What follows belongs to an exercise in optimizing a design on an open flow for small area; a production flow would make more cautious choices.
The RTL was checked by simulation tests, not by an equivalence proof against the original design.
Power and IR drop assume default switching activity. No driver is modelled on the clock port, so clocking that relies on it looks cheaper here than on a real chip.

## run a
Design core_top, start of the top module:
module core_top #(
	parameter int PROG_DEPTH = 64
) (
	input logic clk,
	input logic rst,
	input logic run,
	input logic psel,
	input logic penable,
	input logic pwrite,
	input logic [31:0] paddr,
	input logic [31:0] pwdata,
	output logic [31:0] prdata,
	output logic pready,
	output logic pslverr,
	output logic retire_valid,
	output logic [3:0] retire_rd,
	output logic [31:0] retire_data,
	output logic [3:0] flags
);
==> flow/config.mk <==
export PLATFORM = sky130hd
export DESIGN_NAME = core_top
export DESIGN_NICKNAME = core_top
export VERILOG_FILES = /design/flow/design.v
export SDC_FILE = /design/flow/constraint.sdc
export NUM_CORES = 4
export LEC_CHECK = 0
export CAP_MARGIN = 10
export CORE_MARGIN = 2
export CORE_UTILIZATION = 65
export CTS_CLUSTER_DIAMETER = 70
export CTS_CLUSTER_SIZE = 30
export SLEW_MARGIN = 10
export SYNTH_HIERARCHICAL = 1
==> flow/constraint.sdc <==
create_clock -name core_clock -period 10.0 [get_ports {clk}]
set_input_delay 2.0000 -clock core_clock [delete_from_list [all_inputs] [get_ports {clk}]]
set_output_delay 2.0000 -clock core_clock [all_outputs]
set_load 0.01 [all_outputs]
standard.sh (not shown) runs the stock make flow with config.mk's settings and CLKGATE_MAP_FILE= SYNTH_SCRIPT=/design/flow/synth_recipe.tcl, a recipe that flattens the netlist after the stock synthesis.
==> flow/flow/run.sh <==
#!/bin/bash
set -euo pipefail
export CTS_ARGS="-sink_clustering_enable -repair_clock_nets -sink_clustering_size 30 -sink_clustering_max_diameter 70 -dont_use_dummy_load"
bash standard.sh finish > flow.log 2>&1
For run b, these inputs were changed with respect to run a:
Settings: CORE_UTILIZATION changed from 65 to 75.
Notes after the runs:
In the flow results for run b and run a, the final weighted congestion of routability-driven global placement is smaller on run a.
Run comparison: run a cell with the biggest individual delay on the critical path nor2_1; run b cell with the biggest individual delay on the critical path or4_1
Run b went all the way through the flow, and no timing, DRC or antenna check failed.
Run a → run b: peak supply drop rose by 70%; total power fell 0.75%; post-cts sizing count neither gained nor lost much; slew at the pin with the worst max-slew slack decreased 0.046 ns; final clock period utilization by the worst path has decreased.
Run b against run a: wire length of the first global-routing pass has increased; diode insertion count for antenna repair increased by 2 relative to the old numbers.

Setup of old:
core_top, a different RTL version from the one above (not shown whole).
Size in the first run: ~2800 flip-flops.
Settings: LEC_CHECK=0, CAP_MARGIN=10, CORE_MARGIN=2, CORE_UTILIZATION=75, CTS_CLUSTER_DIAMETER=70, CTS_CLUSTER_SIZE=30, SLEW_MARGIN=10, SYNTH_HIERARCHICAL=1; clock period 10.0 ns.
==> flow/flow/run.sh <==
#!/bin/bash
set -euo pipefail
export CTS_ARGS="-sink_clustering_enable -repair_clock_nets -sink_clustering_size 30 -sink_clustering_max_diameter 70 -dont_use_dummy_load -tree_buf sky130_fd_sc_hd__clkbuf_8"
export BUFFER_PORTS_ARGS="-buffer_cell sky130_fd_sc_hd__buf_1"
bash standard.sh finish > flow.log 2>&1
old ran to completion and came out clean on the timing, DRC and antenna checks.
### old -> new
==> flow/flow/run.sh <==
#!/bin/bash
set -euo pipefail
export CTS_ARGS="-sink_clustering_enable -repair_clock_nets -sink_clustering_size 30 -sink_clustering_max_diameter 70 -dont_use_dummy_load"
bash standard.sh finish > flow.log 2>&1
==> comparison <==
- When new is measured against old, its data-path buffer share of cell area in the final layout turns out 1.1 points higher.
- Taking old as the reference point, the wire length of new rises by 0.39%.
- On worst slew margin relative to its limit, new tracks old almost exactly.
- Looking at new and old, the wire length of the first global-routing pass is a wash.
- Relative to old, the worst path setup slack after routing of new is lower by 0.63 ns.
- Diff new..old | die area | unchanged
- new falls short of old in highest clock rate.

core_top again, from the RTL that the note above started with.
==> flow/config.mk <==
export PLATFORM = sky130hd
export DESIGN_NAME = core_top
export DESIGN_NICKNAME = core_top
export VERILOG_FILES = /design/flow/design.v
export SDC_FILE = /design/flow/constraint.sdc
export NUM_CORES = 4
export LEC_CHECK = 0
export CAP_MARGIN = 5
export CORE_MARGIN = 2
export CORE_UTILIZATION = 75
export CTS_CLUSTER_DIAMETER = 70
export CTS_CLUSTER_SIZE = 30
export SLEW_MARGIN = 5
export SYNTH_HIERARCHICAL = 1
==> flow/constraint.sdc <==
create_clock -name core_clock -period 10.0 [get_ports {clk}]
set_input_delay 2.0000 -clock core_clock [delete_from_list [all_inputs] [get_ports {clk}]]
set_output_delay 2.0000 -clock core_clock [all_outputs]
set_load 0.01 [all_outputs]
==> flow/flow/run.sh <==
#!/bin/bash
set -euo pipefail
export CTS_ARGS="-sink_clustering_enable -repair_clock_nets -sink_clustering_size 30 -sink_clustering_max_diameter 70 -dont_use_dummy_load"
export BUFFER_PORTS_ARGS="-buffer_cell sky130_fd_sc_hd__buf_1"
bash standard.sh finish > flow.log 2>&1
Rerun with:
--- a/flow/config.mk
+++ b/flow/config.mk
@@ -6,9 +6,9 @@
 export NUM_CORES = 4
 export LEC_CHECK = 0
-export CAP_MARGIN = 5
+export CAP_MARGIN = 10
 export CORE_MARGIN = 2
 export CORE_UTILIZATION = 75
 export CTS_CLUSTER_DIAMETER = 70
 export CTS_CLUSTER_SIZE = 30
-export SLEW_MARGIN = 5
+export SLEW_MARGIN = 10
 export SYNTH_HIERARCHICAL = 1
What happened:
- The changed run produced a clean layout
- routed wire length is about the same
- via count hardly moves
- non-clock buffer count went down by 1
- worst hold slack barely changes
- total power barely changes

core_top with an RTL version that a note above also has.
Size: ~2800 flip-flops, ~150 I/O pins.
Settings: LEC_CHECK=0, CAP_MARGIN=10, CORE_MARGIN=2, CORE_UTILIZATION=65, CTS_CLUSTER_DIAMETER=70, CTS_CLUSTER_SIZE=30, SLEW_MARGIN=10, SYNTH_HIERARCHICAL=1; clock period 10.0 ns.
run.sh (not shown) runs the stock make flow with config.mk's settings and CLKGATE_MAP_FILE= SYNTH_SCRIPT=/design/flow/synth_recipe.tcl, a recipe that flattens the netlist after the stock synthesis.
Stock flow here: none of the scripts above is used.
Change:
==> flow/flow/run.sh (new file) <==
#!/bin/bash
set -euo pipefail
export CTS_ARGS="-sink_clustering_enable -repair_clock_nets -sink_clustering_size 30 -sink_clustering_max_diameter 70 -dont_use_dummy_load"
export BUFFER_PORTS_ARGS="-buffer_cell sky130_fd_sc_hd__buf_1"
bash standard.sh finish > flow.log 2>&1
==> flow/standard.sh (new file) <==
#!/bin/bash
# synth_recipe.tcl (not shown) runs the flow's synth.tcl, then flattens the netlist and writes it again
# the make line also repeats each setting of config.mk as NAME=value (left out here)
make -C /OpenROAD-flow-scripts/flow DESIGN_CONFIG=/design/flow/config.mk WORK_HOME=/design/flow/orfs CLKGATE_MAP_FILE= SYNTH_SCRIPT=/design/flow/synth_recipe.tcl "${@:-finish}"
- CORE_UTILIZATION: 65 -> 75
removed: flow/run.sh
Result: The changed run ran to the end with no violations. Wire length shrinks by 0.65%. Clock power shrinks by 15%. Setup slack improves by 0.41 ns. Hold slack degrades by 0.0088 ns. Global-route usage grows by 5.0 points. Clock-buffer cell count shrinks by 15. Core utilization grows by 8.1 points. Die area shrinks by 13%.

[re-timing with driven ports]
The flow's constraints put no driver on any port. The routed layouts listed below were extracted and timed again, unchanged, in two steps. Step 1 (the two cells are an assumption about what drives the block):
set clk [get_ports {clk}]
set_driving_cell -lib_cell sky130_fd_sc_hd__clkbuf_16 $clk
set_driving_cell -lib_cell sky130_fd_sc_hd__buf_2 [delete_from_list [all_inputs] $clk]
Step 2, shift: input delay + t, output delay - t, t = (earliest + latest rising clock arrival at the registers) / 2. This alone moves slack from input paths to output paths. Slacks: ideal ports / drivers / drivers and shift; pairs: ideal ports / drivers.
run	t (ns)	slack for setup (ns)	worst setup path after step 2	worst register clock-pin slew, ns	worst slew at a driven data input, ns
run a	0.795	0.441 / 0.417 / 0.417	input to output	0.11 / 0.11	0.13
run b	0.788	0.471 / 0.442 / 0.442	input to output	0.12 / 0.12	0.13
old	0.799	1.128 / 1.100 / 1.100	input to output	0.11 / 0.11	0.16
new	0.799	0.497 / 0.473 / 0.473	input to output	0.11 / 0.11	0.10
the first run of note 3	0.780	1.243 / 1.219 / 1.219	input to output	0.11 / 0.11	0.16
the second run of note 3	0.799	1.128 / 1.100 / 1.100	input to output	0.11 / 0.11	0.16
the first run of note 4	0.826	0.416 / 0.391 / 0.391	input to output	0.11 / 0.11	0.14
the second run of note 4	0.777	0.825 / 0.801 / 0.801	input to output	0.12 / 0.12	0.12
After both steps every run listed still meets setup and hold. For run b, which loses most, drivers alone change the setup slack by -0.029 ns; drivers and shift together by -0.029 ns.
